Source: an optimization exercise on an open RTL-to-GDS flow (aim: small area and a short achievable clock period). Production flows keep margins and buffers that such runs may drop. In this exercise RTL edits were held to simulation tests only and were not proved equivalent to the original. The clock port is modelled as an ideal driver, which makes a skipped or thinned clock tree look cheaper than it is; a real chip needs a root buffer or a tree. Power figures rest on the tool's default switching activity, not on a simulated workload.

### config.mk
export PLATFORM = sky130hd
export DESIGN_NAME = accel_controller
export DESIGN_NICKNAME = accel_controller
export VERILOG_FILES = /design/flow/design.v
export SDC_FILE = /design/flow/constraint.sdc
export NUM_CORES = 4
export LEC_CHECK = 0
export CAP_MARGIN = 20
export CORE_MARGIN = 2
export CORE_UTILIZATION = 40
export CTS_BUF_LIST = sky130_fd_sc_hd__clkbuf_16
export CTS_CLUSTER_DIAMETER = 120
export CTS_CLUSTER_SIZE = 24
export SETUP_SLACK_MARGIN = 4.8
export SLEW_MARGIN = 20
### constraint.sdc
create_clock -name core_clock -period 7.5 [get_ports {clk}]
set_input_delay 1.5000 -clock core_clock [delete_from_list [all_inputs] [get_ports {clk}]]
set_output_delay 1.5000 -clock core_clock [all_outputs]
set_load 0.01 [all_outputs]
### design.v
package accel_pkg;
    localparam int cfg_w = 10;
    localparam int pe_count = 4;
    localparam int window_cols = pe_count + 2;
    localparam int ifmap_buf_depth = 192;
    localparam int filter_buf_depth = 128;
    localparam int ifmap_buf_aw = $clog2(ifmap_buf_depth);
    localparam int filter_buf_aw = $clog2(filter_buf_depth);
    localparam int result_count = 16;
    localparam int result_sel_w = $clog2(result_count);
    localparam int max_ci = ifmap_buf_depth / window_cols;
endpackage
`timescale 1ns/10ps
module accel_controller #(
    parameter int SRAM_ADDR_W = 17
) (
    input  logic                                  clk,
    input  logic                                  rst,
    input  logic                                  start,
    input  logic [accel_pkg::cfg_w-1:0]           confi,
    output logic [SRAM_ADDR_W-1:0]                ifmap_sram_addr,
    output logic [SRAM_ADDR_W-1:0]                filter_sram_addr,
    output logic                                  ifmap_sram_ren,
    output logic                                  filter_sram_ren,
    output logic [accel_pkg::ifmap_buf_aw-1:0]    ifmap_buffer_waddr,
    output logic                                  ifmap_buffer_wen,
    output logic [accel_pkg::filter_buf_aw-1:0]   filter_buffer_waddr,
    output logic                                  filter_buffer_wen,
    output logic [accel_pkg::pe_count-1:0][accel_pkg::ifmap_buf_aw-1:0]  ifmap_raddr,
    output logic [accel_pkg::pe_count-1:0]                               ifmap_ren,
    output logic [accel_pkg::pe_count-1:0][accel_pkg::filter_buf_aw-1:0] filter_raddr,
    output logic [accel_pkg::pe_count-1:0]                               filter_ren,
    output logic [accel_pkg::result_sel_w-1:0]    result_sel,
    output logic                                  post_unit_wen
);
    logic [3:0] cs;          
    logic       r_i, r_f;    
    logic       w_i, w_f;    
    logic [3:0] pen;         
    logic       q;           
    logic       ts_r;        
    logic [7:0]  pc;         
    logic        nc0;        
    logic [9:0]  h_r;
    logic [11:0] wr;         
    logic [5:0]  ci_r;
    logic [6:0]  e_c;        
    logic [7:0]  cc;         
    logic [9:0]  rr;         
    logic [7:0]  gg;         
    logic        cl_r, rl_r;
    logic        ds_r;       
    logic [16:0] hw5;        
    logic [16:0] a_r;        
    logic [2:0]  ik;
    logic        k5;
    logic        xs_r, xf_r;    
    logic [4:0]  ich;
    logic [14:0] f_r;        
    logic        fe_r;
    logic [5:0]  y0h, y1h, y2h, y3h;
    logic [3:0]  x1h, x2h, x3h;
    logic [9:0] w_r;
    logic busy, accept, ds, pc_clr, iend, gl;
    logic [4:0] cim1;
    assign w_r = wr[9:0];
    assign busy = r_i | w_i | (|pen) | q;
    assign accept = start && (cs == 4'd0) && !busy;
    assign cim1 = 5'(ci_r - 6'd1);
    assign ds = pen[3] && !pen[2];
    assign pc_clr = (r_i ^ w_i) || ds_r;
    assign iend = k5 && (ich == 5'd0);
    assign gl = cl_r && rl_r;
    always_ff @(posedge clk or posedge rst)
    begin
        if (rst)
        begin
            cs <= 4'd0;
            r_i <= 1'b0;
            r_f <= 1'b0;
            w_i <= 1'b0;
            w_f <= 1'b0;
            pen <= 4'd0;
            q <= 1'b0;
            ts_r <= 1'b0;
            xs_r <= 1'b0;
            xf_r <= 1'b0;
        end
        else
        begin
            if (cs == 4'd0)
                cs <= {3'd0, accept};
            else if (cs == 4'd8)
                cs <= 4'd0;
            else
                cs <= cs + 4'd1;
            xs_r <= xs_n;
            xf_r <= xf_n;
            ts_r <= (cs == 4'd3) || (q && (pc[3:0] == 4'd14) && (gg != 8'd0));
            if (ts_r)
                r_i <= 1'b1;
            else if (iend)
                r_i <= 1'b0;
            if (ts_r)
                r_f <= 1'b1;
            else if (fe_r)
                r_f <= 1'b0;
            w_i <= r_i;
            w_f <= r_f;
            if (w_i && !r_i)
                pen[0] <= 1'b1;
            else if (pc[4:0] == cim1)
                pen[0] <= 1'b0;
            pen[3:1] <= pen[2:0];
            if (ds)
                q <= 1'b1;
            else if (pc[3:0] == 4'd15)
                q <= 1'b0;
        end
    end
    logic [11:0] bd_r;       
    logic        bn_r;       
    logic        bf_r, be_r;   
    logic [11:0] bmag;
    logic        bo, bt;
    logic [16:0] badd;
    logic [17:0] bsum;
    logic [14:0] bacc;
    logic        x2, x1, x0;
    assign x2 = (cs == 4'd2) ? 1'b0 : wr[9];
    assign x1 = (cs == 4'd2) ? 1'b0 : wr[8];
    assign x0 = (cs == 4'd2) ? confi[9] : wr[7];
    assign bo = x1 ^ x0;
    assign bt = (x2 && !x1 && !x0) || (!x2 && x1 && x0);
    assign bmag = bo ? {2'd0, h_r} : (bt ? {1'd0, h_r, 1'b0} : 12'd0);
    assign badd = {{5{bn_r}}, bd_r};
    assign bacc = bf_r ? 15'd31 : hw5[14:0];
    assign bsum = {bacc, 1'b1, be_r, 1'b1} + {badd, bn_r};
    always_ff @(posedge clk)
    begin
        if (cs == 4'd1)
            h_r <= confi;
        if (cs == 4'd2)
            wr <= {2'b00, confi};
        else if (cs >= 4'd3 && cs <= 4'd8)
            wr <= {wr[9:0], wr[11:10]};
        bd_r <= x2 ? ~bmag : bmag;
        bf_r <= (cs == 4'd2);
        be_r <= (cs != 4'd6);
        bn_r <= x2;
        if (cs == 4'd3)
            ci_r <= confi[5:0];
        if (cs >= 4'd3 && cs <= 4'd8)
            hw5 <= bsum[17:1];
    end
    always_ff @(posedge clk)
    begin
        ds_r <= pen[2] && !pen[1];
        if (cs == 4'd3)
            cl_r <= (w_r[9:2] == {6'd0, ~w_r[1], w_r[1]});
        else if (cs < 4'd4 || cs > 4'd8)
            cl_r <= (cc == {6'd0, ~w_r[1], w_r[1]});
        rl_r <= (rr == 10'd1);
        if (cs == 4'd3 || (ds_r && cl_r))
            cc <= w_r[9:2];
        else if (ds_r)
            cc <= cc - 8'd1;
        if (cs == 4'd2 || (ds_r && cl_r && rl_r))
            rr <= h_r;
        else if (ds_r && cl_r)
            rr <= rr - 10'd1;
        if (cs == 4'd4)
            gg <= confi[9:2];
        else if (ds_r && cl_r && rl_r)
            gg <= gg - 8'd1;
    end
    logic [16:0] asum;
    logic [7:0]  astep;      
    logic        xn_r;       
    logic        k5_n, fil_n, xs_n, xf_n;
    logic [7:0]  dm;
    assign fil_n = ts_r || (r_i && !iend);
    assign k5_n = !ts_r && !k5 && (ik == 3'd4) && fil_n;
    assign xs_n = (r_i && iend) || (xs_r && (ich != 5'd0));
    assign xf_n = xs_r && (ich == 5'd0);
    assign dm = 8'((cl_r ? 8'(4'd6 + {~w_r[1], w_r[0]}) : 8'd4) - {ci_r, 2'b00});
    assign asum = a_r + {(k5 ? hw5[16:8] : (xs_r ? ~hw5[16:8] : {9{xn_r}})), astep};
    always_ff @(posedge clk)
    begin
        if (k5_n)
            astep <= hw5[7:0];
        else if (xs_n)
            astep <= ~hw5[7:0];
        else if (xf_n)
            astep <= dm;
        else
            astep <= {7'd0, fil_n};
        xn_r <= xf_n && dm[7];
        a_r <= (cs == 4'd1 || (xf_r && gl)) ? 17'd0 : asum;
        ik <= (ts_r || k5) ? 3'd0 : ik + 3'd1;
        k5 <= k5_n;
        ich <= (ts_r || (r_i && iend)) ? cim1 : ich - {4'd0, k5 | xs_r};
    end
    logic [14:0] fsum;
    logic        sd_n, fe_n, fph_n;
    logic [7:0]  fa_r;       
    assign e_c = 7'(7'd1 - 7'(3 * ci_r));
    assign sd_n = r_f && w_i && (pc[1:0] == 2'd1);
    assign fe_n = sd_n && (pc[6:2] == cim1);
    assign fph_n = ts_r || (r_f && !fe_r);
    assign fsum = f_r + {{8{fa_r[7]}}, fa_r[6:0]};
    always_ff @(posedge clk)
    begin
        fe_r <= fe_n;
        if (fe_n)
            fa_r <= gl ? 8'd1 : {1'b1, e_c};
        else if (fe_r)
            fa_r <= gl ? 8'd0 : 8'(-{2'd0, ci_r});
        else if (fph_n)
            fa_r <= sd_n ? {1'b1, e_c} : {2'd0, ci_r};
        else
            fa_r <= 8'd0;
        f_r <= (cs == 4'd1) ? 15'd0 : fsum;
    end
    always_ff @(posedge clk)
    begin
        pc <= pc_clr ? 8'd0 : pc + 8'd1;
        nc0 <= pc_clr ? 1'b1 : pc[0];
        y0h <= pc_clr ? 6'd0 : 6'(({y0h, pc[0]} + 7'd3) >> 1);
        y1h <= y0h;
        y2h <= y1h + {5'd0, nc0};
        y3h <= y2h;
        x1h <= pc[4:1];
        x2h <= x1h;
        x3h <= x2h;
    end
    assign ifmap_sram_ren = r_i;
    assign filter_sram_ren = r_f;
    assign ifmap_buffer_wen = w_i;
    assign filter_buffer_wen = w_f;
    assign ifmap_sram_addr = a_r;
    assign filter_sram_addr = {2'b00, f_r};
    assign ifmap_buffer_waddr = pc;
    assign filter_buffer_waddr = pc[6:0];
    assign result_sel = pc[3:0];
    assign post_unit_wen = q;
    assign ifmap_ren = pen;
    assign filter_ren = pen;
    assign filter_raddr[0] = {pc[4:0], 2'd0};
    assign filter_raddr[1] = {x1h, nc0, 2'd1};
    assign filter_raddr[2] = {x2h, pc[0], 2'd2};
    assign filter_raddr[3] = {x3h, nc0, 2'd3};
    assign ifmap_raddr[0] = {y0h, pc[0], 1'b0};
    assign ifmap_raddr[1] = {y1h, nc0, 1'b1};
    assign ifmap_raddr[2] = {y2h, nc0, 1'b0};
    assign ifmap_raddr[3] = {y3h, pc[0], 1'b1};
endmodule
### flow/run.sh
#!/bin/bash
# Standard layout with two changes: the port buffers are buf_2 cells, and after CTS the
# clock tree's middle level and its dummy loads are taken out, so the root buffer at the
# clock port drives the leaf buffers directly.
set -euo pipefail
export BUFFER_PORTS_ARGS="-buffer_cell sky130_fd_sc_hd__buf_2"
bash standard.sh cts > standard_cts.log 2>&1
R=$PWD/orfs/results/sky130hd/accel_controller/base
cp $R/4_cts.odb $R/4_cts_orig.odb
CTS_ODB=$R/4_cts_orig.odb CTS_ODB_OUT=$R/4_cts.odb openroad -no_init -exit flow/clk_flatten.tcl > clk_flatten.log 2>&1
bash standard.sh finish > standard_finish.log 2>&1
### flow/clk_flatten.tcl
# Take the clock tree's middle level out: the root buffer at the clock port then drives the
# leaf buffers directly. Also drop the dummy loads CTS adds for balancing.
read_db $::env(CTS_ODB)
set block [ord::get_db_block]
set clk_net [$block findNet clk]
set root ""
foreach it [$clk_net getITerms] {
  if {[[$it getMTerm] getIoType] == "INPUT"} { set root [$it getInst] }
}
puts "root buffer: [$root getName] ([[$root getMaster] getName])"
set root_out [[$root findITerm X] getNet]
set removed 0
foreach it [$root_out getITerms] {
  set inst [$it getInst]
  if {$inst == $root} { continue }
  set master [[$inst getMaster] getName]
  if {![string match "*clkbuf*" $master]} { continue }
  set xo [$inst findITerm X]
  if {$xo == "NULL" || [$xo getNet] == "NULL"} { continue }
  set onet [$xo getNet]
  # only bypass buffers that drive buffers, not flops
  set loads {}
  set ok 1
  foreach lt [$onet getITerms] {
    if {[$lt getInst] == $inst} { continue }
    set lm [[$lt getInst] getMaster]
    if {![string match "*clkbuf*" [$lm getName]] && ![string match "clkload*" [[$lt getInst] getName]]} { set ok 0 }
    lappend loads $lt
  }
  if {!$ok} { continue }
  foreach lt $loads { $lt disconnect; $lt connect $root_out }
  $it disconnect
  $xo disconnect
  puts "bypassed [$inst getName] ($master), [llength $loads] loads moved"
  odb::dbInst_destroy $inst
  odb::dbNet_destroy $onet
  incr removed
}
# dummy loads: clock cells whose output drives nothing
foreach inst [$block getInsts] {
  if {[string match "clkload*" [$inst getName]]} {
    puts "removed dummy load [$inst getName] ([[$inst getMaster] getName])"
    foreach it [$inst getITerms] { if {[$it getNet] != "NULL"} { $it disconnect } }
    odb::dbInst_destroy $inst
  }
}
puts "bypassed $removed buffers"
write_db $::env(CTS_ODB_OUT)
### standard.sh
#!/bin/bash
# synth_recipe.tcl (not shown) runs the flow's synth.tcl, then flattens the netlist and writes it again
# the make line also repeats each setting of config.mk as NAME=value (left out here)
make -C /OpenROAD-flow-scripts/flow DESIGN_CONFIG=/design/flow/config.mk WORK_HOME=/design/flow/orfs CLKGATE_MAP_FILE= SYNTH_SCRIPT=/design/flow/synth_recipe.tcl "${@:-finish}"
==> results_dict.tcl, run 1 <==
set metrics [dict create \
    via_count 7873 \
    start_util_pct 40.73 \
    finClkSkew_ns 0.01410 \
    antenna_cells 0 \
    synth_edf_count 70 \
    tightest_slew_ns 0.8225 \
    end_kind "output port" \
    io_pins 139 \
    power_leakage_uw 0.005305 \
    synth.yosys.seq_area_share_pct 45.22 \
    max_freq_mhz 387.0 \
    status "complete, no violations" \
    postRouteAntennaNets 0 \
    dr.first_iter.drc_count 504 \
    max_stage_delay_ns 0.49 \
    fin_nets 1292 \
    routed_wl_mm 23.29 \
    finalNonFillerCells 1532 \
    p_seq_share_pct 36.9 \
    hold_start "y2h[4]$_DFF_P_" \
    antenna_found_initial 0 \
    worstHoldPathType "reg -> reg" \
    syn_avg_cell_area_um2 9.989 \
    grt_usage_pct 16.39 \
    dp_hpwl_mm 17.40 \
    holdWs_ns 0.3470 \
    cts.reportedPaths.clkPinSlew_ns 0.09 \
    fin_crit_sh_pct 34.45 \
    dominantRegCellSynth "dfxtp_1" \
    async_flop_share_pct 7.656 \
    place_inst 1510 \
    grt_max_degree 25 \
    synth-seq-cells 209 \
    grt_overflow_total 0 \
    drc 0 \
    slew_violations 0 \
    crit_slowest_cell "dfxtp_2" \
    crit_family "flip-flops" \
    r2r-start "hw5[1]$_DFFE_PP_" \
    cts_sinks 209 \
    synth_cell_types 73 \
    portBuffers 124 \
    ys_warn_count 1 \
    worstPathMaxFanout 15 \
    die_y_um 169.7 \
    max-vdd-ir-drop_mv 0.1850 \
    worst_setup_path_start_kind "flip-flop" \
    place_congestion 0.8323 \
    slew-limit-headroom_pct 44.39 \
    power.switching_uw 2649 \
    p_int_uw 3563 \
    holdPathStages 0 \
    rrSetupSlack_ns 4.98 \
    dr.pass1.iters 5 \
    tns_ns 0 \
    synth_area_leaders "dfxtp_1 22%, edfxtp_1 19%, ha_1 9.2%, xnor2_1 5.3%, dfrtp_1 3.6%" \
    yosysTopAreaCellShare_pct 22.43 \
    cellPowerDensity_nw_per_um2 516.4 \
    synthCells 1099 \
    die_w_um 169.7 \
    synth_largest_area_cell "dfxtp_1" \
    hold_viol_final 0 \
    insertion_delay_ns 0.41 \
    post-route-min-period_ns 2.584 \
    rows 60 \
    die-area_um2 28790 \
    post_drt_wl_per_cell_um 15.20 \
    path_cells "buf_2" \
    path_class "reg -> out" \
    cap_violations 0 \
    grt_pass1_vias 7283 \
    viasPerCell 5.139 \
    p_sw_share_pct 42.64 \
    cp.buffers_inverters 1 \
    cts_hold_buf 0 \
    min_to "y3h[4]$_DFF_P_" \
    core_um2 26950 \
    cp.arrival_ns 1.08 \
    r2r-end "hw5[14]$_DFFE_PP_" \
    area_growth_pct 9.573 \
    pwr-share-comb_pct 53.7 \
    grt_pass1_wl_mm 37.43 \
    p_clk_share_pct 9.4 \
    setup_viol 0 \
    netlist_area_um2 10980 \
    crit_required_ns 6.00 \
    grt_setup_unrepaired "no" \
    ff2ff_path_depth 8 \
    layout-drive-gt1-share_pct 15.87 \
]
==> repair_timing <==
action,CTS,global route
pin swaps,0,1
setup endpoints to repair,38,30
buffers inserted,0,12
gates resized for setup,8,6
==> power groups by stage <==
stage	combinational [uW]	clock, uW	sequential, uW
3_3_place_gp	3240	0	2310
2_1_floorplan	2580	0	2240
4_1_cts	3320	729	2300
6_report	3340	584	2290
5_1_grt	3770	655	2370
3_5_place_dp	3290	0	2320
==> metal layers <==
layer | global-route usage, % | wire length (um)
met5 | 0 | 0
met3 | 3.825 | 874
met1 | 22.50 | 11720
met2 | 26.23 | 10470
met4 | 3.828 | 237
==> synth_stat cells (9+ instances only) <==
library cell,number
o21ai_0,54
a211oi_1,22
xnor2_1,67
dfxtp_1,123
a21oi_1,54
ha_1,81
nor3_1,21
nand2_1,100
nor2_1,81
a31oi_1,11
mux2i_1,10
and2_1,9
nand3_1,19
and3_1,9
clkbuf_1,16
inv_1,48
a21o_1,30
o21a_1,15
nor2b_1,22
dfrtp_1,16
edfxtp_1,70
xor2_1,36
buf_4,42
a22oi_1,9
==> worst max-delay path by stage <==
stage          cells after the start                    end         startpoint
3_5_place_dp                      10     a_r[13]$_SDFF_PP0_     xs_r$_DFF_PP0_
2_1_floorplan                      9      hw5[14]$_DFFE_PP_       bf_r$_DFF_P_
5_1_grt                            8     a_r[12]$_SDFF_PP0_  a_r[0]$_SDFF_PP0_
6_report                           1  ifmap_buffer_waddr[0]   pc[0]$_SDFF_PP0_
3_3_place_gp                      10     a_r[13]$_SDFF_PP0_     xs_r$_DFF_PP0_
4_1_cts                            1           ifmap_ren[1]   pen[1]$_DFF_PP0_
==> logic make-up after synthesis <==
kind of cell | Yosys count | share of synthesized area (%)
mux | 14 | 1.379
fa+ha+maj | 86 | 10.14
compound gates | 250 | 15.08
simple gates | 315 | 13.87
flops | 209 | 45.22
other cells | 2 | 0.06841
xor+xnor | 106 | 8.719
buf+inv | 117 | 5.516
==> cells in the final DEF, fill, tap and decap left out, types with 13 or more instances in the layout <==
| cell | instances |
|---|---|
| nand2_1 | 100 |
| o21a_1 | 15 |
| a211oi_1 | 22 |
| a21oi_1 | 53 |
| o21ai_0 | 54 |
| ha_1 | 81 |
| xnor2_1 | 67 |
| dfrtp_1 | 15 |
| inv_1 | 48 |
| nand3_1 | 19 |
| nor2b_1 | 22 |
| conb_1 | 14 |
| edfxtp_1 | 70 |
| nor3_1 | 21 |
| buf_2 | 124 |
| nor2_1 | 80 |
| a21o_1 | 30 |
| xor2_1 | 36 |
| dfxtp_1 | 116 |
| buf_4 | 13 |
==> area by class of cell <==
type	count	area, um^2
Timing Repair Buffer	137	718.2
Inverter	50	191.4
Clock buffer	10	250.2
Fill cell	2612	14920
Tap cell	341	426.7
Multi-Input combinational cell	785	5468
Sequential cell	209	4975
==> metrics by stage <==
| step | area [um^2] | utilization (%) | power (uW) | setup slack [ns] |
|---|---|---|---|---|
| detailed placement | 11660 | 43.26 | 5612 | 4.618 |
| finish | 12030 | 44.63 | 6212 | 4.916 |
| floorplan | 11020 | - | 4821 | 5.055 |
| global placement | 11660 | 43.26 | 5556 | 4.695 |
| CTS | 12050 | 44.69 | 6350 | 4.815 |
| global route | 12030 | 44.63 | 6792 | 4.812 |
==> sequential cells by signal, summed over array words and instances, names as in the netlist, 5 cells and up <==
register,cells
pc,8
y1h,6
y0h,6
bd_r,12
cc,8
astep,8
gg,8
wr,12
fa_r,8
h_r,10
y3h,6
ich,5
y2h,6
f_r,15
ci_r,6
a_r,17
hw5,17
rr,10
==> run 2, diff against run 1 <==
--- a/flow/run.sh
+++ b/flow/run.sh
@@ -1,5 +1,2 @@
 #!/bin/bash
-# Standard layout with two changes: the port buffers are buf_2 cells, and after CTS the
-# clock tree's middle level and its dummy loads are taken out, so the root buffer at the
-# clock port drives the leaf buffers directly.
 set -euo pipefail
==> flow/clk_flatten.tcl (replaced) <==
# Clock tree rework after CTS, before routing:
#  1. take the tree's middle level out, so one buffer fans out to all the leaf buffers;
#  3. drop the dummy loads CTS adds for balancing.
# Every register still gets its clock through two buffers: a root and a leaf.
read_db $::env(CTS_ODB)
set block [ord::get_db_block]
set clk_net [$block findNet clk]
set nroots [expr {[info exists ::env(CLK_ROOTS)] ? $::env(CLK_ROOTS) : 4}]
set root ""
foreach it [$clk_net getITerms] {
  if {[[$it getMTerm] getIoType] == "INPUT"} { set root [$it getInst] }
}
set root_master [$root getMaster]
puts "root buffer: [$root getName] ([$root_master getName])"
set root_out [[$root findITerm X] getNet]
# 1. bypass buffers that only drive buffers
set changed 1
while {$changed} {
  set changed 0
  foreach it [$root_out getITerms] {
    set inst [$it getInst]
    if {$inst == $root} { continue }
    if {![string match "*clkbuf*" [[$inst getMaster] getName]]} { continue }
    set xo [$inst findITerm X]
    set onet [$xo getNet]
    if {$onet == "NULL"} { continue }
    set loads {}
    set ok 1
    foreach lt [$onet getITerms] {
      if {[$lt getInst] == $inst} { continue }
      if {![string match "*clkbuf*" [[[$lt getInst] getMaster] getName]] && ![string match "clkload*" [[$lt getInst] getName]]} { set ok 0 }
      lappend loads $lt
    }
    if {!$ok} { continue }
    foreach lt $loads { $lt disconnect; $lt connect $root_out }
    $it disconnect
    $xo disconnect
    puts "bypassed [$inst getName], [llength $loads] loads moved"
    odb::dbInst_destroy $inst
    odb::dbNet_destroy $onet
    set changed 1
    break
  }
}
# 3. dummy loads
foreach inst [$block getInsts] {
  if {[string match "clkload*" [$inst getName]]} {
    puts "removed dummy load [$inst getName] ([[$inst getMaster] getName])"
    foreach it [$inst getITerms] { if {[$it getNet] != "NULL"} { $it disconnect } }
    odb::dbInst_destroy $inst
  }
}
# 2. split the root
set leaves {}
foreach it [$root_out getITerms] {
  if {[$it getInst] == $root} { continue }
  set b [[$it getInst] getBBox]
  lappend leaves [list $it [expr {([$b xMin] + [$b xMax]) / 2}] [expr {([$b yMin] + [$b yMax]) / 2}]]
}
set n [llength $leaves]
if {$nroots > 1 && $n > 1} {
  if {$nroots > $n} { set nroots $n }
  # k-means on the leaf positions, seeded along the x-sorted order
  set sorted [lsort -integer -index 1 $leaves]
  set cents {}
  for {set k 0} {$k < $nroots} {incr k} {
    set l [lindex $sorted [expr {int(($k + 0.5) * $n / $nroots)}]]
    lappend cents [list [lindex $l 1] [lindex $l 2]]
  }
  for {set iter 0} {$iter < 30} {incr iter} {
    set sx [lrepeat $nroots 0]; set sy [lrepeat $nroots 0]; set sc [lrepeat $nroots 0]
    set assign {}
    foreach l $leaves {
      set best 0; set bd -1
      for {set k 0} {$k < $nroots} {incr k} {
        set c [lindex $cents $k]
        set d [expr {abs([lindex $l 1] - [lindex $c 0]) + abs([lindex $l 2] - [lindex $c 1])}]
        if {$bd < 0 || $d < $bd} { set bd $d; set best $k }
      }
      lappend assign $best
      lset sx $best [expr {[lindex $sx $best] + [lindex $l 1]}]
      lset sy $best [expr {[lindex $sy $best] + [lindex $l 2]}]
      lset sc $best [expr {[lindex $sc $best] + 1}]
    }
    for {set k 0} {$k < $nroots} {incr k} {
      if {[lindex $sc $k] > 0} {
        lset cents $k [list [expr {[lindex $sx $k] / [lindex $sc $k]}] [expr {[lindex $sy $k] / [lindex $sc $k]}]]
      }
    }
  }
  set rb [$root getBBox]
  set rw [expr {[$rb xMax] - [$rb xMin]}]
  for {set k 0} {$k < $nroots} {incr k} {
    if {[lindex $sc $k] == 0} { continue }
    set net [odb::dbNet_create $block "clknet_root_$k"]
    $net setSigType CLOCK
    set inst [odb::dbInst_create $block $root_master "clkbuf_root_$k"]
    set c [lindex $cents $k]
    $inst setLocation [expr {[lindex $c 0] - $rw / 2}] [lindex $c 1]
    $inst setPlacementStatus PLACED
    [$inst findITerm A] connect $clk_net
    [$inst findITerm X] connect $net
    foreach it [$inst getITerms] {
      set m [$it getMTerm]
      if {[$m getSigType] == "POWER"} { $it connect [$block findNet VDD] }
      if {[$m getSigType] == "GROUND"} { $it connect [$block findNet VSS] }
    }
    set cnt 0
    foreach l $leaves a $assign {
      if {$a == $k} { set lt [lindex $l 0]; $lt disconnect; $lt connect $net; incr cnt }
    }
    puts "root $k at ([lindex $c 0], [lindex $c 1]) drives $cnt leaf buffers"
  }
  foreach it [$root getITerms] { if {[$it getNet] != "NULL"} { $it disconnect } }
  odb::dbInst_destroy $root
  odb::dbNet_destroy $root_out
  detailed_placement
  check_placement -verbose
}
write_db $::env(CTS_ODB_OUT)
--- a/config.mk
+++ b/config.mk
@@ -13,3 +13,3 @@
 export CTS_CLUSTER_SIZE = 24
-export SETUP_SLACK_MARGIN = 4.8
+export SETUP_SLACK_MARGIN = 5.0
 export SLEW_MARGIN = 20
==> run 2 against run 1 <==
Compared with the run above:
- sequential cell count did not move
- largest cell class unchanged
- sequential power barely moved
- clock skew rose by 0.016 ns
- combinational power rose by 6.9%
- register-to-register slack improved by 0.07 ns
- routed wire length rose by 2.2%
- clock power rose by about 10%
- fmax rose by 5.6%
==> results_dict.tcl, run 2 <==
set metrics [dict create \
    final_cell_mix "112 x buf_2, 99 x nand2_1, 97 x dfxtp_1, 80 x nor2_1, 75 x ha_1" \
    dr.first_iter.drc_count 495 \
    die_w_um 169.7 \
    place_congestion 0.8323 \
    r2r-start "hw5[1]$_DFFE_PP_" \
    multi_input_area_um2 5568 \
    crit_required_ns 7.54 \
    fin_nets 1315 \
    ff2ff_path_depth 8 \
    setup_viol 0 \
    yosysTopAreaCellShare_pct 22.43 \
    cp.arrival_ns 2.48 \
    cts_sinks 209 \
    synth-seq-cells 209 \
    reg_top3 "a_r (17), hw5 (17), f_r (15)" \
    rrSetupSlack_ns 5.05 \
    rows 60 \
    viasPerCell 5.116 \
    max_freq_mhz 408.8 \
    grt_overflow_total 0 \
    start_util_pct 40.73 \
    hold_start "y2h[4]$_DFF_P_" \
    holdPathStages 0 \
    r2r-end "hw5[14]$_DFFE_PP_" \
    finalNonFillerCells 1555 \
    antenna_found_initial 0 \
    synth.yosys.seq_area_share_pct 45.22 \
    grt_usage_pct 16.30 \
    netlist_area_um2 10980 \
    ys_warn_count 1 \
    worstPathMaxFanout 5 \
    grt_pass1_vias 7454 \
    syn_avg_cell_area_um2 9.989 \
    insertion_delay_ns 0.31 \
    die_y_um 169.7 \
    dr.pass1.iters 5 \
    slew_violations 0 \
    portBuffers 124 \
    worstHoldPathType "reg -> reg" \
    cap_violations 0 \
    postRouteAntennaNets 0 \
    layout-drive-gt1-share_pct 20.84 \
    grt_setup_unrepaired "yes" \
    routed_wl_mm 23.81 \
    synthCells 1099 \
    synth_cell_types 73 \
    fin_crit_sh_pct 32.62 \
    area_growth_pct 13.68 \
    cts.reportedPaths.clkPinSlew_ns 0.09 \
    grt_max_degree 25 \
    fin_util_pct 46.30 \
    status "complete, no violations" \
    place_inst 1510 \
    die-area_um2 28790 \
    path_class "reg -> reg" \
    post-route-min-period_ns 2.446 \
    fillCellCount 2568 \
    worst_slack_ns 5.054 \
    slew-limit-headroom_pct 43.97 \
    synth.top_cells.by_count "123 x dfxtp_1, 100 x nand2_1, 81 x ha_1, 81 x nor2_1, 70 x edfxtp_1" \
    antenna_cells 0 \
    yosysMostFrequentCell "dfxtp_1" \
    final_common_cell "buf_2" \
    place_ws_ns 4.618 \
    io_pins 139 \
    dp_hpwl_mm 17.40 \
    finClkSkew_ns 0.03033 \
    max-vdd-ir-drop_mv 0.1662 \
    synth_area_leaders "dfxtp_1 22%, edfxtp_1 19%, ha_1 9.2%, xnor2_1 5.3%, dfrtp_1 3.6%" \
    via_count 7955 \
    grt_pass1_wl_mm 38.13 \
    regArea_um2 5027 \
    cellPowerDensity_nw_per_um2 519.9 \
    fin_total_pwr_uw 6488 \
    synth_largest_area_cell "dfxtp_1" \
    post_drt_wl_per_cell_um 15.31 \
    worst_setup_path_start_kind "flip-flop" \
    tns_ns 0 \
    cts_hold_buf 0 \
    synth_edf_count 70 \
    power_leakage_uw 0.005484 \
    drc 0 \
    core_um2 26950 \
    async_flop_share_pct 7.656 \
    min_to "y3h[4]$_DFF_P_" \
    tightest_slew_ns 0.8288 \
    hold_viol_final 0 \
    dominantRegCellSynth "dfxtp_1" \
    end_kind "flip-flop" \
]
run 2: how the worst max path moves through the flow:
| stage | from | endpoint |
|---|---|---|
| floorplan | bf_r$_DFF_P_ | hw5[14]$_DFFE_PP_ |
| global placement | xs_r$_DFF_PP0_ | a_r[13]$_SDFF_PP0_ |
| detailed placement | xs_r$_DFF_PP0_ | a_r[13]$_SDFF_PP0_ |
| CTS | pen[1]$_DFF_PP0_ | filter_ren[1] |
| global route | xs_r$_DFF_PP0_ | a_r[15]$_SDFF_PP0_ |
| finish | hw5[1]$_DFFE_PP_ | hw5[14]$_DFFE_PP_ |
run 2: critical path: stages (launching register included):
cell and delay (ns):
edfxtp_1 0.43, or2_4 0.26, ha_4 0.24, a21o_1 0.19, a211o_1 0.31, o2111ai_1 0.20, nand2_1 0.14, o41ai_2 0.33
xnor2_1 0.10
run 2: cell families (layout without fill, tap and decap cells):
logic type / after synthesis / after routing / synth area share, %
muxes: 14 / 14 / 1.379
AOI/OAI and AO/OA: 250 / 250 / 15.08
buffers and inverters: 117 / 220 / 5.516
xor gates and xnor gates: 106 / 106 / 8.719
other: 2 / 14 / 0.06841
and+or+nand+nor: 315 / 315 / 13.87
adders and majority gates: 86 / 86 / 10.14
DFF: 209 / 209 / 45.22
run 2: power breakdown:
group	internal (uW)	switching (uW)
combinational	1610	1960
sequential	1870	408
clock	312	333
run 2: metrics by stage:
step | hold WS (ns) | instance area, um^2
after floorplan | 0.3817 | 11020
after global placement | 0.3294 | 11660
after global routing | 0.3618 | 12480
after detailed placement | 0.3323 | 11660
final | 0.3466 | 12480
after CTS | 0.3494 | 12330
run 2: area by class of cell:
class / instances / area share [%]
tap: 341 / 3.419
timing repair buffer: 157 / 7.560
multi-input combinational: 785 / 44.62
inverter: 50 / 1.514
buffer: 4 / 0.8021
sequential: 209 / 40.28
clock buffer: 9 / 1.805
run 2: timing repair:
action | CTS | global route
resized for setup | 59 | 24
gates cloned | 0 | 0
pin swaps | 0 | 11
setup buffers | 19 | 13
endpoints found under the setup margin | 91 | 40
run 2: layer usage:
metal,track usage (%),routed length [um],share of wire [%],up-vias
met1,22.62,11720,49,3727
met4,3.642,274,1.2,0
li1,-,-,-,4057
met5,0,0,0,-
met2,26.97,10880,46,151
met3,2.379,939,3.9,20
==> run 3, diff against run 2 <==
--- a/config.mk
+++ b/config.mk
@@ -13,3 +13,3 @@
 export CTS_CLUSTER_SIZE = 24
-export SETUP_SLACK_MARGIN = 5.0
+export SETUP_SLACK_MARGIN = 4.8
 export SLEW_MARGIN = 20
==> run 3 against run 2 <==
Compared with the run above:
- sequential power about the same
- clock power about the same
- routed wire length decreased by 2.1%
- clock skew decreased by 0.0024 ns
- cell area decreased by 3.0%
- critical endpoint unchanged
==> results_dict.tcl, run 3 <==
set metrics [dict create \
    antenna_cells 0 \
    portBuffers 124 \
    routed_wl_mm 23.30 \
    slew_violations 0 \
    dr.pass1.iters 5 \
    dominantRegCellSynth "dfxtp_1" \
    status "complete, no violations" \
    power.switching_uw 2637 \
    place_congestion 0.8323 \
    p_sw_share_pct 42.04 \
    cts.reportedPaths.clkPinSlew_ns 0.09 \
    fin_nets 1295 \
    path_class "reg -> reg" \
    multi_input_area_um2 5468 \
    setup_viol 0 \
    p_int_uw 3635 \
    end_kind "flip-flop" \
    cp.arrival_ns 2.56 \
    crit_required_ns 7.54 \
    yosysMostFrequentCell "dfxtp_1" \
    p_seq_share_pct 36.5 \
    core_um2 26950 \
    layout-drive-gt1-share_pct 16.08 \
    syn_avg_cell_area_um2 9.989 \
    synth.top_cells.by_count "123 x dfxtp_1, 100 x nand2_1, 81 x ha_1, 81 x nor2_1, 70 x edfxtp_1" \
    worstPathMaxFanout 5 \
    synthCells 1099 \
    area_growth_pct 10.26 \
    grt_setup_unrepaired "no" \
    slew-limit-headroom_pct 43.59 \
    cap_violations 0 \
    grt_usage_pct 16.00 \
    regArea_um2 4975 \
    die-area_um2 28790 \
    synth_cell_types 73 \
    final_common_cell "buf_2" \
    fin_util_pct 44.91 \
    max-vdd-ir-drop_mv 0.1624 \
    async_flop_share_pct 7.656 \
    ys_warn_count 1 \
    post_drt_wl_per_cell_um 15.18 \
    dp_hpwl_mm 17.40 \
    viasPerCell 5.141 \
    synth_edf_count 70 \
    die_w_um 169.7 \
    die_y_um 169.7 \
    place_ws_ns 4.618 \
    synth_largest_area_cell "dfxtp_1" \
    synth-seq-cells 209 \
    fillCellCount 2605 \
    antenna_found_initial 0 \
    dr.first_iter.drc_count 575 \
    hold_viol_final 0 \
    cts_sinks 209 \
    start_util_pct 40.73 \
    fin_crit_sh_pct 33.58 \
    power_leakage_uw 0.005342 \
    rows 60 \
    io_pins 139 \
    tns_ns 0 \
    synth_area_leaders "dfxtp_1 22%, edfxtp_1 19%, ha_1 9.2%, xnor2_1 5.3%, dfrtp_1 3.6%" \
    grt_pass1_wl_mm 37.47 \
    worst_setup_path_start_kind "flip-flop" \
    reg_top3 "a_r (17), hw5 (17), f_r (15)" \
    drc 0 \
    finClkSkew_ns 0.02794 \
    grt_pass1_vias 7317 \
    worst_slack_ns 4.982 \
    netlist_area_um2 10980 \
    synth.yosys.seq_area_share_pct 45.22 \
    grt_max_degree 25 \
    via_count 7891 \
    pwr-share-comb_pct 53.2 \
    postRouteAntennaNets 0 \
    cellPowerDensity_nw_per_um2 518.1 \
    p_clk_share_pct 10.3 \
    max_freq_mhz 397.1 \
    insertion_delay_ns 0.31 \
    grt_overflow_total 0 \
    final_cell_mix "124 x buf_2, 116 x dfxtp_1, 100 x nand2_1, 81 x ha_1, 80 x nor2_1" \
    yosysTopAreaCellShare_pct 22.43 \
    worstHoldPathType "reg -> reg" \
    post-route-min-period_ns 2.518 \
    holdWs_ns 0.3465 \
    tightest_slew_ns 0.8344 \
]
run 3: cells by family after synthesis:
kind of cell / Yosys count / share of synthesized area [%]
AND/OR/NAND/NOR: 315 / 13.87
XOR/XNOR: 106 / 8.719
AO/OA/AOI/OAI: 250 / 15.08
other: 2 / 0.06841
buffers and inverters: 117 / 5.516
flip-flops: 209 / 45.22
adder cells (fa/ha/maj): 86 / 10.14
multiplexers: 14 / 1.379
run 3: stage by stage:
stage / instances / power [uW] / cell area, um^2
CTS: 1529 / 6350 / 12050
global placement: 1510 / 5556 / 11660
floorplan: 1111 / 4821 / 11020
detailed placement: 1510 / 5612 / 11660
global route: 1535 / 6854 / 12100
finish: 1535 / 6271 / 12100
run 3: metal layers:
layer | track usage (%) | wire length, um
met5 | 0 | 0
met4 | 3.605 | 284
met3 | 2.332 | 967
met2 | 26.28 | 10510
met1 | 22.34 | 11540
run 3: worst max-delay path: stages, from the launching register on:
cell	delay, ns
edfxtp_1	0.44
or2_2	0.30
ha_1	0.35
a21o_1	0.21
a211o_1	0.31
o2111ai_1	0.19
nand2_1	0.14
o41ai_2	0.25
xnor2_1	0.09
run 3: final timing paths:
path / slack, ns / depth (start not counted) / startpoint / to
worst max-delay path: 4.98 / 8 / hw5[1]$_DFFE_PP_ / hw5[14]$_DFFE_PP_
worst min-delay path: 0.35 / 0 / y2h[4]$_DFF_P_ / y3h[4]$_DFF_P_
worst max register to register: 4.98 / 8 / hw5[1]$_DFFE_PP_ / hw5[14]$_DFFE_PP_
worst min register to register: 0.35 / 0 / y2h[4]$_DFF_P_ / y3h[4]$_DFF_P_
max in group asynchronous: 5.73 / 2 / rst / xs_r$_DFF_PP0_
min in group asynchronous: 1.28 / 2 / rst / pen[1]$_DFF_PP0_
run 3: cell type report:
type | instances | area share [%]
repair buffers | 137 | 5.933
multi-input cells | 785 | 45.17
well taps | 341 | 3.525
flip-flops and latches | 209 | 41.10
plain buffers | 4 | 0.8270
clock buffers | 9 | 1.861
inverters | 50 | 1.582
run 3: repair_timing:
action / 4_1_cts / 5_1_grt
pin swaps: 0 / 1
cloned: 0 / 0
resized for setup: 8 / 6
hold endpoints to repair: 0 / 0
setup endpoints to repair: 38 / 31
buffers inserted: 0 / 12
hold buffers: 0 / 0
run 3: power by group through the flow:
stage,clock [uW],combinational (uW),sequential (uW)
after floorplan,0,2580,2240
after global placement,0,3240,2310
after detailed placement,0,3290,2320
after CTS,729,3320,2300
after global routing,715,3770,2370
final,645,3340,2290
==> run 4, diff against run 3 <==
--- a/config.mk
+++ b/config.mk
@@ -9,3 +9,3 @@
 export CORE_MARGIN = 2
-export CORE_UTILIZATION = 40
+export CORE_UTILIZATION = 65
 export CTS_BUF_LIST = sky130_fd_sc_hd__clkbuf_16
@@ -13,2 +13,3 @@
 export CTS_CLUSTER_SIZE = 24
+export PLACE_DENSITY = 0.75
 export SETUP_SLACK_MARGIN = 4.8
==> run 4 against run 3 <==
Compared with the run above:
- still clean on timing, DRC and antenna
- synthesized area unchanged
- first-iteration DRC count decreased by 18%
- fmax down 0.50%
- global-route usage rose by 8.2 points
- final cell count decreased by 8.4%
- die area down 38%
- total power decreased by 0.44%
- critical endpoint is now a_r[13]$_SDFF_PP0_
==> results_dict.tcl, run 4 <==
set metrics [dict create \
    grt_pass1_wl_mm 35.65 \
    final_cell_mix "124 x buf_2, 116 x dfxtp_1, 100 x nand2_1, 81 x ha_1, 80 x nor2_1" \
    syn_avg_cell_area_um2 9.989 \
    slew-limit-headroom_pct 53.87 \
    dr.pass1.iters 4 \
    synth.top_cells.by_count "123 x dfxtp_1, 100 x nand2_1, 81 x ha_1, 81 x nor2_1, 70 x edfxtp_1" \
    dp_hpwl_mm 16.21 \
    yosysTopAreaCellShare_pct 22.43 \
    cap_violations 0 \
    grt_setup_unrepaired "yes" \
    hold_viol_final 0 \
    crit_required_ns 7.75 \
    cellPowerDensity_nw_per_um2 524.7 \
    tns_ns 0 \
    max-vdd-ir-drop_mv 0.3214 \
    via_count 7908 \
    async_flop_share_pct 7.656 \
    setup_viol 0 \
    final_common_cell "buf_2" \
    fin_nets 1287 \
    worstHoldPathType "reg -> reg" \
    finClkSkew_ns 0.05183 \
    postRouteAntennaNets 0 \
    cp.arrival_ns 2.78 \
    slew_violations 0 \
    synthCells 1099 \
    viasPerCell 5.624 \
    post-route-min-period_ns 2.531 \
    synth.yosys.seq_area_share_pct 45.22 \
    fin_total_pwr_uw 6244 \
    synth_top_family_by_area "compound AO/OA/AOI/OAI gates" \
    io_pins 139 \
    die-area_um2 17950 \
    end_kind "flip-flop" \
    grt_pass1_vias 7356 \
    startpoint "xs_r$_DFF_PP0_" \
    cts_sinks 209 \
    synth_cell_types 73 \
    synth-seq-cells 209 \
    post_drt_wl_per_cell_um 15.44 \
    path_class "reg -> reg" \
    fin_crit_sh_pct 33.75 \
    layout-drive-gt1-share_pct 15.60 \
    endpoint "a_r[13]$_SDFF_PP0_" \
    synth-xor-area-share_pct 8.719 \
    rrSetupSlack_ns 4.97 \
    synth_largest_area_cell "dfxtp_1" \
    max_freq_mhz 395.1 \
    reg_top3 "a_r (17), hw5 (17), f_r (15)" \
    synth_area_leaders "dfxtp_1 22%, edfxtp_1 19%, ha_1 9.2%, xnor2_1 5.3%, dfrtp_1 3.6%" \
    ys_warn_count 1 \
    r2r-start "xs_r$_DFF_PP0_" \
    drc 0 \
    yosysMostFrequentCell "dfxtp_1" \
    synth-simple-area-share_pct 13.87 \
    dr.first_iter.drc_count 473 \
    synthAdderAreaFrac_pct 10.14 \
    cts_hold_buf 0 \
    synth_mux_area_share_pct 1.379 \
    power_leakage_uw 0.005303 \
    cts.reportedPaths.clkPinSlew_ns 0.10 \
    place_congestion 0.9001 \
    grt_usage_pct 24.22 \
    finalNonFillerCells 1406 \
    synth-compound-area-share_pct 15.08 \
    routed_wl_mm 21.71 \
    core_um2 16520 \
    dominantRegCellSynth "dfxtp_1" \
    portBuffers 124 \
    netlist_area_um2 10980 \
    ff2ff_path_depth 10 \
    tightest_slew_ns 0.6911 \
    die_w_um 134.0 \
    rows 47 \
    r2r-end "a_r[13]$_SDFF_PP0_" \
    grt_overflow_total 0 \
    antenna_cells 0 \
    status "complete, no violations" \
    insertion_delay_ns 0.31 \
    worst_setup_path_start_kind "flip-flop" \
    worst_slack_ns 4.969 \
    place_inst 1389 \
    synth_edf_count 70 \
    start_util_pct 66.43 \
    area_growth_pct 8.400 \
    worstPathMaxFanout 15 \
    grt_max_degree 29 \
    antenna_found_initial 0 \
    place_ws_ns 4.601 \
    die_y_um 134.0 \
]
run 4: cell counts after synthesis:
Identical to the previous run, type by type.
run 4: metrics by stage:
stage	hold WS [ns]	area, um^2	util, %
2_1_floorplan	0.3817	11020	-
3_3_place_gp	0.3294	11510	69.64
3_5_place_dp	0.3308	11510	69.64
4_1_cts	0.3408	11880	71.87
5_1_grt	0.3549	11900	72.01
6_report	0.3427	11900	72.01
run 4: repair_timing:
action,CTS,global route
gates cloned,0,0
endpoints found under the setup margin,37,20
buffers inserted,0,4
resized for setup,8,7
run 4: area by class of cell:
class | count | area, um^2
Timing Repair Buffer | 129 | 658.1
Sequential cell | 209 | 4975
Buffer | 4 | 100.1
Clock buffer | 9 | 225.2
Multi-Input combinational cell | 785 | 5475
Inverter | 50 | 191.4
Tap cell | 220 | 275.3
Fill cell | 1266 | 4624
run 4: kinds of logic after synthesis:
logic type,Yosys count
and+or+nand+nor,315
muxes,14
other,2
DFF,209
xor gates and xnor gates,106
buffers and inverters,117
adders and majority gates,86
AOI/OAI and AO/OA,250
run 4: metal layers:
metal	global-route usage (%)	wire, um	vias to the layer above
met5	0	0	-
met4	4.314	228	0
met3	2.872	1042	17
met2	41.28	10250	192
met1	33.90	10180	3694
li1	-	-	4005
run 4: critical path, stage by stage, from the launching register on:
cell and delay (ns):
dfrtp_2 0.53, nor2_4 0.23, a211oi_1 0.08, a21o_1 0.17, ha_1 0.37, a21oi_2 0.22, nand3_1 0.09, a21oi_1 0.12
a211oi_1 0.09, a221oi_1 0.36, mux2i_1 0.21
run 4: how the worst min path moves through the flow:
stage	from	endpoint	slack, ns	cells after the start
final	x1h[3]$_DFF_P_	x2h[3]$_DFF_P_	0.34	0
after global routing	x1h[3]$_DFF_P_	x2h[3]$_DFF_P_	0.35	0
after CTS	x1h[3]$_DFF_P_	x2h[3]$_DFF_P_	0.34	0
after detailed placement	x1h[1]$_DFF_P_	x2h[1]$_DFF_P_	0.33	0
after global placement	y2h[5]$_DFF_P_	y3h[5]$_DFF_P_	0.33	0
after floorplan	x1h[0]$_DFF_P_	x2h[0]$_DFF_P_	0.38	0
run 4: power breakdown:
| group | total [uW] | internal [uW] | switching (uW) |
|---|---|---|---|
| clock | 642 | 311 | 331 |
| combinational | 3320 | 1460 | 1860 |
| sequential | 2290 | 1850 | 436 |
==> run 5, diff against run 4 <==
==> flow/run.sh (replaced) <==
#!/bin/bash
set -euo pipefail
export BUFFER_PORTS_ARGS="-buffer_cell sky130_fd_sc_hd__buf_2"
ARGS=()
if [[ -f flow/make_args ]]; then read -r -a ARGS < flow/make_args; fi
bash standard.sh "${ARGS[@]}" cts > standard_cts.log 2>&1
R=$PWD/orfs/results/sky130hd/accel_controller/base
cp $R/4_cts.odb $R/4_cts_orig.odb
CTS_ODB=$R/4_cts_orig.odb CTS_ODB_OUT=$R/4_cts.odb openroad -no_init -exit flow/clk_flatten.tcl > clk_flatten.log 2>&1
bash standard.sh "${ARGS[@]}" finish > standard_finish.log 2>&1
==> flow/make_args (new file) <==
SETUP_SLACK_MARGIN=5.2
--- a/config.mk
+++ b/config.mk
@@ -9,3 +9,3 @@
 export CORE_MARGIN = 2
-export CORE_UTILIZATION = 65
+export CORE_UTILIZATION = 40
 export CTS_BUF_LIST = sky130_fd_sc_hd__clkbuf_16
@@ -13,4 +13,3 @@
 export CTS_CLUSTER_SIZE = 24
-export PLACE_DENSITY = 0.75
-export SETUP_SLACK_MARGIN = 4.8
+export SETUP_SLACK_MARGIN = 5.0
 export SLEW_MARGIN = 20
==> run 5 against run 4 <==
Compared with the run above:
- worst setup slack improved by 0.095 ns
- total power rose by 17%
- synthesized area did not move
- still clean on timing, DRC and antenna
==> results_dict.tcl, run 5 <==
set metrics [dict create \
    post-route-min-period_ns 2.436 \
    via_count 8325 \
    grt_max_degree 25 \
    cts_hold_buf 0 \
    stdcell_area_um2 13970 \
    viasPerCell 5.129 \
    core_um2 26950 \
    end_kind "output port" \
    cp.buffers_inverters 1 \
    power_leakage_uw 0.006013 \
    tightest_slew_ns 0.7160 \
    startpoint "pen[1]$_DFF_PP0_" \
    cts_sinks 209 \
    grt_overflow_total 0 \
    crit_slowest_cell "dfrtp_2" \
    r2r-end "a_r[16]$_SDFF_PP0_" \
    grt_setup_unrepaired "yes" \
    syn_avg_cell_area_um2 9.989 \
    place_congestion 0.8396 \
    start_util_pct 40.73 \
    netlist_area_um2 10980 \
    final_common_cell "buf_6" \
    grt_pass1_wl_mm 39.76 \
    crit_required_ns 6.00 \
    crit_family "flip-flops" \
    max_stage_delay_ns 0.47 \
    path_class "reg -> out" \
    antenna_cells 0 \
    reg_top3 "a_r (17), hw5 (17), f_r (15)" \
    finClkSkew_ns 0.06239 \
    routed_wl_mm 25.48 \
    synthCells 1099 \
    rows 60 \
    cts.reportedPaths.clkPinSlew_ns 0.09 \
    dominantRegCellSynth "dfxtp_1" \
    layout-drive-gt1-share_pct 31.90 \
    synth.top_cells.by_count "123 x dfxtp_1, 100 x nand2_1, 81 x ha_1, 81 x nor2_1, 70 x edfxtp_1" \
    grt_pass1_vias 7708 \
    portBuffers 124 \
    yosysMostFrequentCell "dfxtp_1" \
    synth_cell_types 73 \
    fin_nets 1383 \
    async_flop_share_pct 7.656 \
    die_w_um 169.7 \
    synth.yosys.seq_area_share_pct 45.22 \
    worstPathMaxFanout 3 \
    worst_setup_path_start_kind "flip-flop" \
    area_growth_pct 27.23 \
    post_drt_wl_per_cell_um 15.70 \
    dp_hpwl_mm 17.34 \
    r2r-start "xs_r$_DFF_PP0_" \
    worstHoldPathType "reg -> reg" \
    io_pins 139 \
    fin_total_pwr_uw 7317 \
    grt_usage_pct 17.12 \
    fin_crit_sh_pct 32.47 \
    synth_largest_area_cell "dfxtp_1" \
    status "complete, no violations" \
    fillCellCount 2346 \
    insertion_delay_ns 0.33 \
    slew-limit-headroom_pct 52.21 \
    die-area_um2 28790 \
    drc 0 \
    max_freq_mhz 410.6 \
    tns_ns 0 \
    setup_viol 0 \
    die_y_um 169.7 \
    cellPowerDensity_nw_per_um2 523.8 \
    postRouteAntennaNets 0 \
    rrSetupSlack_ns 5.15 \
    dr.first_iter.drc_count 520 \
    endpoint "filter_ren[1]" \
    cap_violations 0 \
    slew_violations 0 \
    crit_cells 1 \
    synth_edf_count 70 \
    ff2ff_path_depth 11 \
    yosysTopAreaCellShare_pct 22.43 \
    cp.arrival_ns 0.94 \
    synth_area_leaders "dfxtp_1 22%, edfxtp_1 19%, ha_1 9.2%, xnor2_1 5.3%, dfrtp_1 3.6%" \
    max-vdd-ir-drop_mv 0.1707 \
    hold_viol_final 0 \
    antenna_found_initial 0 \
    place_area_um2 11720 \
    synth-seq-cells 209 \
    path_cells "buf_6" \
    ys_warn_count 1 \
    dr.pass1.iters 6 \
    final_cell_mix "101 x buf_6, 98 x nand2_1, 93 x buf_4, 79 x nor2_1, 70 x edfxtp_1" \
]
run 5: cell type report:
type / instances / area (um^2) / share of cell area, %
Buffer: 4 / 100.1 / 0.7167
Clock buffer: 9 / 225.2 / 1.612
Inverter: 50 / 192.7 / 1.380
Multi-Input combinational cell: 785 / 5938 / 42.52
Sequential cell: 209 / 5094 / 36.47
Tap cell: 341 / 426.7 / 3.055
Timing Repair Buffer: 225 / 1991 / 14.25
run 5: worst min path at each step:
stage | startpoint | to | depth (start not counted)
after floorplan | x1h[0]$_DFF_P_ | x2h[0]$_DFF_P_ | 0
after global placement | x1h[2]$_DFF_P_ | x2h[2]$_DFF_P_ | 0
after detailed placement | y2h[3]$_DFF_P_ | y3h[3]$_DFF_P_ | 0
after CTS | y2h[3]$_DFF_P_ | y3h[3]$_DFF_P_ | 0
after global routing | y2h[3]$_DFF_P_ | y3h[3]$_DFF_P_ | 0
final | y2h[3]$_DFF_P_ | y3h[3]$_DFF_P_ | 0
run 5: cell families (layout without fill, tap and decap cells):
kind of cell,Yosys count,after routing,share of synthesized area (%)
AND/OR/NAND/NOR,315,315,13.87
AO/OA/AOI/OAI,250,250,15.08
flip-flops,209,209,45.22
buffers and inverters,117,288,5.516
XOR/XNOR,106,106,8.719
adder cells (fa/ha/maj),86,86,10.14
multiplexers,14,14,1.379
other,2,14,0.06841
run 5: worst reg2reg max path, delay by kind of cell, from the launching register on:
family	cells	cell delay (ns)
AO/OA/AOI/OAI	4	0.63
XOR/XNOR	1	0.15
adder cells (fa/ha/maj)	1	0.33
buffers and inverters	1	0.14
flip-flops	1	0.46
AND/OR/NAND/NOR	4	0.48
run 5: routing by layer:
layer / GRT usage (%) / vias to the layer above / share of wire, %
li1: - / 4196 / -
met5: 0 / - / 0
met3: 3.078 / 29 / 4.0
met1: 23.99 / 3917 / 48
met4: 4.013 / 0 / 1.7
met2: 27.54 / 183 / 46
run 5: what timing repair did:
action | in CTS | in global routing
resized for setup | 201 | 82
hold endpoints to repair | 0 | 0
pin swaps | 11 | 41
endpoints found under the setup margin | 155 | 103
setup buffers | 65 | 35
run 5: where the power goes:
| part | total [uW] | switching (uW) | internal, uW |
|---|---|---|---|
| registers | 2330 | 436 | 1890 |
| logic | 4340 | 2170 | 2160 |
| clock network | 650 | 339 | 311 |
run 5: through the flow:
| step | setup WS [ns] | instances | utilization (%) | hold WS (ns) |
|---|---|---|---|---|
| final | 5.064 | 1623 | 51.82 | 0.3494 |
| after global routing | 4.992 | 1623 | 51.82 | 0.3638 |
| after CTS | 4.895 | 1595 | 49.55 | 0.3521 |
| after detailed placement | 4.871 | 1510 | 43.48 | 0.3323 |
| after global placement | 4.961 | 1510 | 43.48 | 0.3285 |
| after floorplan | 5.185 | 1111 | - | 0.3817 |
==> run 6, diff against run 5 <==
--- a/config.mk
+++ b/config.mk
@@ -9,6 +9,7 @@
 export CORE_MARGIN = 2
-export CORE_UTILIZATION = 40
+export CORE_UTILIZATION = 65
 export CTS_BUF_LIST = sky130_fd_sc_hd__clkbuf_16
-export CTS_CLUSTER_DIAMETER = 120
-export CTS_CLUSTER_SIZE = 24
+export CTS_CLUSTER_DIAMETER = 100
+export CTS_CLUSTER_SIZE = 30
+export PLACE_DENSITY = 0.75
 export SETUP_SLACK_MARGIN = 5.0
removed: flow/make_args
==> run 6 against run 5 <==
Compared with the run above:
- still clean
- core utilization up 23 points
- synthesized cell count unchanged
- cell area down 12%
- first-iteration DRC count down 19%
- count of clock-buffer cells in the layout down 1
- routed wire length down 10%
- fmax down 1.0%
- via count down 2.4%
- sequential power down 3%
- sequential cell count unchanged
- global-route usage up 8.2 points
- critical endpoint is now result_sel[0]
- highest routed layer unchanged
==> results_dict.tcl, run 6 <==
set metrics [dict create \
    cp.arrival_ns 0.96 \
    drc 0 \
    startpoint "pc[0]$_SDFF_PP0_" \
    status "complete, no violations" \
    setup_viol 0 \
    tightest_slew_ns 0.6874 \
    postRouteAntennaNets 0 \
    grt_pass1_vias 7575 \
    multi_input_area_um2 5627 \
    insertion_delay_ns 0.32 \
    io_pins 139 \
    dr.pass1.iters 5 \
    synth-seq-cells 209 \
    worst_setup_path_start_kind "flip-flop" \
    place_area_um2 11510 \
    end_kind "output port" \
    power_leakage_uw 0.005479 \
    area_growth_pct 12.20 \
    crit_required_ns 6.00 \
    max-vdd-ir-drop_mv 0.2884 \
    dp_hpwl_mm 16.21 \
    die_y_um 134.0 \
    start_util_pct 66.43 \
    via_count 8122 \
    synth_edf_count 70 \
    tns_ns 0 \
    layout-drive-gt1-share_pct 20.66 \
    fillCellCount 1220 \
    regArea_um2 5014 \
    portBuffers 124 \
    reg_top3 "a_r (17), hw5 (17), f_r (15)" \
    die_w_um 134.0 \
    core_um2 16520 \
    worstHoldPathType "reg -> reg" \
    final_common_cell "buf_2" \
    viasPerCell 5.660 \
    fin_nets 1316 \
    synth.top_cells.by_count "123 x dfxtp_1, 100 x nand2_1, 81 x ha_1, 81 x nor2_1, 70 x edfxtp_1" \
    yosysMostFrequentCell "dfxtp_1" \
    antenna_found_initial 0 \
    worstPathMaxFanout 5 \
    finalNonFillerCells 1435 \
    fin_crit_sh_pct 32.81 \
    hold_viol_final 0 \
    r2r-end "a_r[10]$_SDFF_PP0_" \
    yosysTopAreaCellShare_pct 22.43 \
    synth_cell_types 73 \
    final_cell_mix "120 x buf_2, 104 x dfxtp_1, 98 x nand2_1, 80 x nor2_1, 74 x ha_1" \
    grt_usage_pct 25.37 \
    cts_hold_buf 0 \
    path_class "reg -> out" \
    cap_violations 0 \
    max_freq_mhz 406.4 \
    endpoint "result_sel[0]" \
    finClkSkew_ns 0.04822 \
    synth_largest_area_cell "dfxtp_1" \
    place_inst 1389 \
    worst_slack_ns 5.039 \
    cellPowerDensity_nw_per_um2 528.2 \
    grt_overflow_total 0 \
    grt_max_degree 31 \
    grt_setup_unrepaired "yes" \
    place_ws_ns 4.601 \
    ff2ff_path_depth 8 \
    async_flop_share_pct 7.656 \
    ys_warn_count 1 \
    dr.first_iter.drc_count 423 \
    syn_avg_cell_area_um2 9.989 \
    post-route-min-period_ns 2.461 \
    rrSetupSlack_ns 5.08 \
    synth.yosys.seq_area_share_pct 45.22 \
    cts_sinks 209 \
    fin_total_pwr_uw 6505 \
    die-area_um2 17950 \
    netlist_area_um2 10980 \
    synthCells 1099 \
    stdcell_area_um2 12320 \
    r2r-start "a_r[0]$_SDFF_PP0_" \
    post_drt_wl_per_cell_um 15.97 \
    place_congestion 0.9001 \
    grt_pass1_wl_mm 36.96 \
    antenna_cells 0 \
    dominantRegCellSynth "dfxtp_1" \
    slew_violations 0 \
    rows 47 \
    synth_area_leaders "dfxtp_1 22%, edfxtp_1 19%, ha_1 9.2%, xnor2_1 5.3%, dfrtp_1 3.6%" \
    routed_wl_mm 22.92 \
    cts.reportedPaths.clkPinSlew_ns 0.11 \
    slew-limit-headroom_pct 54.12 \
]
## run 6: cell count changes in the layout (fill, tap and decap cells not counted), moves of 5 or more
| cell | delta |
|---|---|
| dfxtp_2 | -46 |
| o21ai_0 | +5 |
| ha_4 | -12 |
| buf_4 | -59 |
| buf_6 | -96 |
| ha_1 | +11 |
| dfxtp_4 | -5 |
| buf_2 | +89 |
| dfxtp_1 | +51 |
## run 6: layout make-up
class,count,share of cell area (%)
timing repair buffer,159,7.406
sequential,209,40.71
tap,220,2.235
inverter,50,1.534
clock buffer,8,1.625
multi-input combinational,785,45.68
buffer,4,0.8127
## run 6: cell families after synthesis
logic type               Yosys count  synth area share, %
multiplexers                      14                1.379
XOR/XNOR                         106                8.719
adder cells (fa/ha/maj)           86                10.14
other                              2              0.06841
AO/OA/AOI/OAI                    250                15.08
AND/OR/NAND/NOR                  315                13.87
buffers and inverters            117                5.516
flip-flops                       209                45.22
## run 6: routing by layer
| metal | up-vias | wire, um | track usage [%] |
|---|---|---|---|
| met5 | - | 0 | 0 |
| met2 | 181 | 11050 | 43.53 |
| met3 | 22 | 918 | 3.401 |
| met4 | 0 | 301 | 4.846 |
| li1 | 4059 | - | - |
| met1 | 3860 | 10650 | 34.82 |
## run 6: how the worst min path moves through the flow
stage | from | endpoint | slack [ns] | cells after the start
final | x1h[0]$_DFF_P_ | x2h[0]$_DFF_P_ | 0.32 | 0
after floorplan | x1h[0]$_DFF_P_ | x2h[0]$_DFF_P_ | 0.38 | 0
after global routing | y2h[2]$_DFF_P_ | y3h[2]$_DFF_P_ | 0.32 | 0
after detailed placement | x1h[1]$_DFF_P_ | x2h[1]$_DFF_P_ | 0.33 | 0
after global placement | y2h[5]$_DFF_P_ | y3h[5]$_DFF_P_ | 0.33 | 0
after CTS | y2h[5]$_DFF_P_ | y3h[5]$_DFF_P_ | 0.34 | 0
## run 6: report_power, final
part | internal, uW | switching (uW) | leakage [uW]
registers | 1860 | 404 | 0.00188
logic | 1630 | 2010 | 0.00345
clock network | 288 | 322 | 0.000148
## run 6: what timing repair did
action                                  CTS  global route
hold endpoints to repair                  0             0
endpoints found under the setup margin   84            39
gates resized for setup                  47            31
pin swaps                                 0            10
setup buffers                            22            12
## run 6: per-stage QoR
stage | hold WS (ns) | utilization [%]
6_report | 0.3233 | 74.54
5_1_grt | 0.3241 | 74.54
4_1_cts | 0.3374 | 73.33
3_5_place_dp | 0.3308 | 69.64
3_3_place_gp | 0.3294 | 69.64
2_1_floorplan | 0.3817 | -
## run 6: critical path, cell delays in order, from the launching register on
cell	delay, ns
dfxtp_4	0.37
buf_4	0.14
buf_2	0.13
==> run 7, diff against run 6 <==
--- a/config.mk
+++ b/config.mk
@@ -9,3 +9,3 @@
 export CORE_MARGIN = 2
-export CORE_UTILIZATION = 65
+export CORE_UTILIZATION = 75
 export CTS_BUF_LIST = sky130_fd_sc_hd__clkbuf_16
@@ -13,3 +13,3 @@
 export CTS_CLUSTER_SIZE = 30
-export PLACE_DENSITY = 0.75
+export PLACE_DENSITY = 0.85
 export SETUP_SLACK_MARGIN = 5.0
==> run 7 against run 6 <==
Compared with the run above:
- worst hold slack better by 0.0088 ns
- largest cell class unchanged
- sequential share of layout area up 0.72 points
- still clean
- first-iteration DRC count grew 41%
- count of clock-buffer cells in the layout did not move
- critical endpoint is now hw5[15]$_DFFE_PP_
==> results_dict.tcl, run 7 <==
set metrics [dict create \
    fillCellCount 851 \
    place_congestion 0.8825 \
    slew-limit-headroom_pct 50.14 \
    netlist_area_um2 10980 \
    holdPathStages 0 \
    dominantRegCellSynth "dfxtp_1" \
    die_w_um 125.0 \
    regArea_um2 5017 \
    drc 0 \
    synthCells 1099 \
    rrSetupSlack_ns 5.01 \
    synth_cell_types 73 \
    grt_max_degree 31 \
    max-vdd-ir-drop_mv 0.3252 \
    routed_wl_mm 23.70 \
    synth_area_leaders "dfxtp_1 22%, edfxtp_1 19%, ha_1 9.2%, xnor2_1 5.3%, dfrtp_1 3.6%" \
    tns_ns 0 \
    viasPerCell 6.056 \
    cellPowerDensity_nw_per_um2 531.8 \
    insertion_delay_ns 0.30 \
    synth_largest_area_cell "dfxtp_1" \
    yosysMostFrequentCell "dfxtp_1" \
    cts_sinks 209 \
    async_flop_share_pct 7.656 \
    cp.arrival_ns 2.54 \
    synth-compound-area-share_pct 15.08 \
    io_pins 139 \
    min_to "y3h[5]$_DFF_P_" \
    hold_viol_final 0 \
    start_util_pct 76.11 \
    grt_setup_unrepaired "yes" \
    r2r-start "hw5[6]$_DFFE_PP_" \
    grt_overflow_total 0 \
    die-area_um2 15620 \
    cap_violations 0 \
    slew_violations 0 \
    startpoint "hw5[6]$_DFFE_PP_" \
    rows 44 \
    synth_top_family_by_area "compound AO/OA/AOI/OAI gates" \
    via_count 8406 \
    cts.reportedPaths.clkPinSlew_ns 0.11 \
    tightest_slew_ns 0.7470 \
    dr.pass1.iters 5 \
    final_cell_mix "121 x buf_2, 104 x dfxtp_1, 99 x nand2_1, 80 x nor2_1, 77 x ha_1" \
    status "complete, no violations" \
    crit_required_ns 7.55 \
    grt_usage_pct 29.77 \
    layout-drive-gt1-share_pct 18.85 \
    syn_avg_cell_area_um2 9.989 \
    dp_hpwl_mm 16.58 \
    fin_nets 1305 \
    reg_top3 "a_r (17), hw5 (17), f_r (15)" \
    setup_viol 0 \
    path_class "reg -> reg" \
    hold_start "y2h[5]$_DFF_P_" \
    yosysTopAreaCellShare_pct 22.43 \
    dr.first_iter.drc_count 597 \
    r2r-end "hw5[15]$_DFFE_PP_" \
    synth_edf_count 70 \
    fin_crit_sh_pct 33.18 \
    postRouteAntennaNets 0 \
    synthAdderAreaFrac_pct 10.14 \
    place_ws_ns 4.645 \
    die_y_um 125.0 \
    worstHoldPathType "reg -> reg" \
    worstPathMaxFanout 5 \
    antenna_found_initial 0 \
    worst_setup_path_start_kind "flip-flop" \
    post-route-min-period_ns 2.489 \
    place_area_um2 11460 \
    area_growth_pct 10.33 \
    synth_mux_area_share_pct 1.379 \
    max_freq_mhz 401.8 \
    synth.yosys.seq_area_share_pct 45.22 \
    synth-simple-area-share_pct 13.87 \
    ff2ff_path_depth 7 \
    stdcell_area_um2 12110 \
    grt_pass1_vias 8015 \
    synth-seq-cells 209 \
    post_drt_wl_per_cell_um 17.08 \
    worst_slack_ns 5.011 \
    synth.top_cells.by_count "123 x dfxtp_1, 100 x nand2_1, 81 x ha_1, 81 x nor2_1, 70 x edfxtp_1" \
    final_common_cell "buf_2" \
    finalNonFillerCells 1388 \
    antenna_cells 0 \
    multi_input_area_um2 5555 \
    synth-xor-area-share_pct 8.719 \
    finClkSkew_ns 0.03494 \
    core_um2 14420 \
    ys_warn_count 1 \
    grt_pass1_wl_mm 38.31 \
    place_inst 1353 \
    power_leakage_uw 0.005408 \
    portBuffers 124 \
    end_kind "flip-flop" \
]
run 7: cell counts after synthesis:
No cell type changed its count.
run 7: metrics by stage:
stage / power (uW) / utilization [%] / hold WS (ns)
floorplan: 4821 / - / 0.3817
global placement: 5457 / 79.48 / 0.3287
detailed placement: 5588 / 79.48 / 0.3322
CTS: 6385 / 83.49 / 0.3463
global route: 6932 / 83.97 / 0.3404
finish: 6441 / 83.97 / 0.3321
run 7: cells by family after synthesis:
kind of cell | Yosys count
AND/OR/NAND/NOR | 315
AO/OA/AOI/OAI | 250
flip-flops | 209
buffers and inverters | 117
XOR/XNOR | 106
adder cells (fa/ha/maj) | 86
multiplexers | 14
other | 2
run 7: power breakdown:
group,leakage (uW),internal [uW],switching [uW]
Combinational,0.00338,1560,2000
Sequential,0.00188,1860,420
Clock,0.000148,288,316
run 7: worst max-delay path by stage:
stage / depth (start not counted) / endpoint / slack (ns)
after floorplan: 9 / hw5[14]$_DFFE_PP_ / 5.05
after CTS: 1 / ifmap_ren[2] / 4.92
after global routing: 7 / hw5[15]$_DFFE_PP_ / 4.90
after global placement: 10 / a_r[13]$_SDFF_PP0_ / 4.72
after detailed placement: 10 / a_r[13]$_SDFF_PP0_ / 4.65
final: 7 / hw5[15]$_DFFE_PP_ / 5.01
run 7: cell type report:
cell class | instances | share of cell area [%]
inverter | 50 | 1.560
timing repair buffer | 148 | 6.767
buffer | 4 | 0.8264
tap | 184 | 1.901
sequential | 209 | 41.43
multi-input combinational | 785 | 45.87
clock buffer | 8 | 1.653
run 7: per-layer routing:
metal  GRT usage [%]  share of wire (%)
met5               0                  0
met4           8.889                2.1
met3           4.279                6.5
met2           51.44                 50
met1           39.33                 41
run 7: timing repair:
action / 4_1_cts / 5_1_grt
endpoints found under the hold margin: 0 / 0
buffers inserted: 16 / 7
hold buffers: 0 / 0
endpoints found under the setup margin: 85 / 36
pin swaps: 0 / 4
resized for setup: 44 / 15
run 7: worst max-delay path, stage by stage, from the launching register on:
cell	delay, ns
edfxtp_1	0.43
nor2b_1	0.16
ha_1	0.35
a21oi_1	0.20
nor3b_1	0.48
a211oi_1	0.19
a211oi_1	0.32
xnor2_1	0.11

Re-timed with assumed drivers on the ports (clkbuf_16 on the clock, buf_2 on other inputs), run 7 has 4.989 ns of setup slack against 5.011 ns with ideal ports, and 5.011 ns once port delays also move by the mid clock arrival of 0.381 ns.
